From an optimization exercise on the open Yosys and OpenROAD flow, aimed at small area and a short achievable clock period; shortcuts taken in it are not production practice. Function was checked by simulation only, so behaviour that the tests miss may differ from the original. Power is estimated from default activity; no workload was simulated.

## the previous run
==> flow/design.v (excerpt) <==
module goodness_tracker
#(
  parameter int CORE_NUM            = 4,
  parameter int POST_NEUR_PARALLEL  = 8,
  parameter int POST_NEUR_MEM_WIDTH = 13,
  parameter int GOODNESS_WIDTH      = 24
) (
  input  logic                                                    clk,
  input  logic                                                    rst,
  input  logic [CORE_NUM-1:0]                                     core_valid,
  input  logic [CORE_NUM-1:0]                                     core_last,
  input  logic [CORE_NUM-1:0]                                     core_clear,
  input  logic [CORE_NUM*POST_NEUR_PARALLEL*POST_NEUR_MEM_WIDTH-1:0] core_mem_bus,
  input  logic                                                    mode,
  input  logic [3:0]                                              avg_shift,
  input  logic [GOODNESS_WIDTH-1:0]                               theta,
  output logic [CORE_NUM*GOODNESS_WIDTH-1:0]                      sample_bus,
  output logic [CORE_NUM*GOODNESS_WIDTH-1:0]                      avg_bus,
  output logic [CORE_NUM-1:0]                                     done,
  output logic [CORE_NUM-1:0]                                     above_theta
);
  localparam int P     = POST_NEUR_PARALLEL;
  localparam int M     = POST_NEUR_MEM_WIDTH;
  localparam int G     = GOODNESS_WIDTH;
  localparam int T_W   = 28;    
  localparam int NCUT  = 103;   
  localparam logic [G-1:0] G_MAX = '1;
  for (genvar c = 0; c < CORE_NUM; c++) begin : g_core
    logic             s1_valid;
    logic             s1_last;     
    logic             s2_valid;    
    logic             seeded;
    logic             done_q;
    logic             above_q;
    logic [G-1:0]     acc_q;
    logic [G-1:0]     sample_q;
    logic [G-1:0]     avg_q;
    logic [NCUT-1:0]  cut_q;       
    logic [P*(M-1)-1:0] ny;
    logic [P*(M-1)-1:0] nl;
    logic [NCUT-1:0]  cut;
    logic [T_W-1:0]   tot_s;
    logic [T_W-1:0]   tot_c;
    logic [T_W-1:0]   tot;
    logic [G-1:0]     acc_sat;
    logic             sat;
    logic [G-1:0]     cmp_s;
    logic [G-1:0]     cmp_c;
    logic [G+1:0]     cmp;
    logic             above_d;
    logic [3:0]       sh;
    logic [G-1:0]     avg_dn;
    logic [G-1:0]     smp_dn;
  ...
Size in the first run: ~720 flip-flops, ~660 I/O pins.
==> flow/config.mk <==
export PLATFORM = sky130hd
export DESIGN_NAME = goodness_tracker
export DESIGN_NICKNAME = goodness_tracker
export VERILOG_FILES = /design/flow/design.v
export SDC_FILE = /design/flow/constraint.sdc
export NUM_CORES = 4
export LEC_CHECK = 0
export CAP_MARGIN = 20
export CORE_MARGIN = 2
export CORE_UTILIZATION = 38
export CTS_CLUSTER_DIAMETER = 150
export CTS_CLUSTER_SIZE = 14
export SETUP_SLACK_MARGIN = 5
export SLEW_MARGIN = 20
export SYNTH_HIERARCHICAL = 1
export SYNTH_MINIMUM_KEEP_SIZE = 0
export TNS_END_PERCENT = 10
==> flow/constraint.sdc <==
create_clock -name core_clock -period 15.0 [get_ports {clk}]
set_input_delay 3.0000 -clock core_clock [delete_from_list [all_inputs] [get_ports {clk}]]
set_output_delay 3.0000 -clock core_clock [all_outputs]
set_load 0.01 [all_outputs]
standard.sh (not shown) runs the stock make flow with config.mk's settings and CLKGATE_MAP_FILE= SYNTH_SCRIPT=/design/flow/synth_recipe.tcl, a recipe that flattens the netlist after the stock synthesis.
==> flow/flow/run.sh <==
#!/bin/bash
set -euo pipefail
bash standard.sh SETUP_SLACK_MARGIN=8.5 \
  "BUFFER_PORTS_ARGS=-buffer_cell sky130_fd_sc_hd__buf_1" finish > standard_flow.log 2>&1
The inputs of the current run differ from those of the previous run as listed below.
- clearing CTS_CLUSTER_SIZE, which used to be 14
- clearing CTS_CLUSTER_DIAMETER, which used to be 150
diff --git a/flow/flow/run.sh b/flow/flow/run.sh
--- a/flow/flow/run.sh
+++ b/flow/flow/run.sh
@@ -3 +3 @@
-bash standard.sh SETUP_SLACK_MARGIN=8.5 \
+bash standard.sh SETUP_SLACK_MARGIN=8.2 \
Notes after the runs:
Die area: the current run vs the previous run identical. Summary of the current run over the previous run: worst setup slack up 57 ps, wire length per cell after detailed routing down 0.85%, cell area flat.

---

lane 1:
goodness_tracker again, from the RTL that the note above started with.
// goodness_tracker
module goodness_tracker
#(
  parameter int CORE_NUM            = 4,
  parameter int POST_NEUR_PARALLEL  = 8,
  parameter int POST_NEUR_MEM_WIDTH = 13,
  parameter int GOODNESS_WIDTH      = 24
) (
  input  logic                                                    clk,
  input  logic                                                    rst,
  input  logic [CORE_NUM-1:0]                                     core_valid,
  input  logic [CORE_NUM-1:0]                                     core_last,
  input  logic [CORE_NUM-1:0]                                     core_clear,
  input  logic [CORE_NUM*POST_NEUR_PARALLEL*POST_NEUR_MEM_WIDTH-1:0] core_mem_bus,
  input  logic                                                    mode,
  input  logic [3:0]                                              avg_shift,
  input  logic [GOODNESS_WIDTH-1:0]                               theta,
  output logic [CORE_NUM*GOODNESS_WIDTH-1:0]                      sample_bus,
  output logic [CORE_NUM*GOODNESS_WIDTH-1:0]                      avg_bus,
  output logic [CORE_NUM-1:0]                                     done,
  output logic [CORE_NUM-1:0]                                     above_theta
);
  localparam int P     = POST_NEUR_PARALLEL;
  localparam int M     = POST_NEUR_MEM_WIDTH;
  localparam int G     = GOODNESS_WIDTH;
  localparam int T_W   = 28;    
  localparam int NCUT  = 103;   
  localparam logic [G-1:0] G_MAX = '1;
  for (genvar c = 0; c < CORE_NUM; c++) begin : g_core
    logic             s1_valid;
    logic             s1_last;     
    logic             s2_valid;    
    logic             seeded;
    logic             done_q;
    logic             above_q;
  ...
Settings: LEC_CHECK=0, CAP_MARGIN=20, CORE_MARGIN=2, CORE_UTILIZATION=38, SETUP_SLACK_MARGIN=5, SLEW_MARGIN=20, SYNTH_HIERARCHICAL=1, SYNTH_MINIMUM_KEEP_SIZE=0, TNS_END_PERCENT=3; clock period 15.0 ns.
==> flow/flow/run.sh <==
#!/bin/bash
set -euo pipefail
bash standard.sh SETUP_SLACK_MARGIN=9 \
  "BUFFER_PORTS_ARGS=-buffer_cell sky130_fd_sc_hd__buf_1" finish > standard_flow.log 2>&1
Lane 1 reached the end of the flow, and the finished layout is clean on the timing, design-rule and antenna checks.
For lane 2, these inputs were changed with respect to lane 1:
- swapping 3 for 10 in TNS_END_PERCENT
==> flow/flow/run.sh <==
#!/bin/bash
set -euo pipefail
bash standard.sh SETUP_SLACK_MARGIN=8.5 \
  "BUFFER_PORTS_ARGS=-buffer_cell sky130_fd_sc_hd__buf_1" finish > standard_flow.log 2>&1
==> comparison <==
Between lane 2 and lane 1, the difference in y dimension of the die is negligible.
Going from lane 1 to lane 2, total power now smaller; cell area now smaller; number of fill cells in the layout now larger.
Lane 2 ran to completion and came out clean on the timing, design-rule and antenna checks.
The global-route usage was comparable across lane 2 and lane 1.
There was hardly any difference in share of final layout cell area taken by clock buffers and inverters between lane 2 and lane 1.

## separate check: timing with driven ports
How much do the figures lean on ideal ports? The routed layouts below were timed once more, with nothing changed but the port constraints.
Step 1, drivers: a clkbuf_16 drives clk and a buf_2 each remaining input, both assumed.
Step 2 also shifts input and output timing later by t, the mid clock arrival at the registers, as if the neighbouring blocks saw the same clock.
Three values: ideal, step 1, step 2; two values: the first two.
run | t (ns) | slack for setup (ns) | clock arrival spread, ns
the previous run | 0.808 | 8.102 / 8.049 / 7.241 | 0.038 / 0.038
the current run | 0.847 | 8.158 / 8.054 / 7.207 | 0.055 / 0.055
lane 1 | 0.836 | 8.283 / 8.021 / 7.185 | 0.055 / 0.056
lane 2 | 0.841 | 8.256 / 8.087 / 7.245 | 0.055 / 0.055
After both steps setup and hold are still met in every run listed. The setup slack of lane 1, which loses most, moves by -0.262 ns with the drivers and by -1.098 ns with both steps.
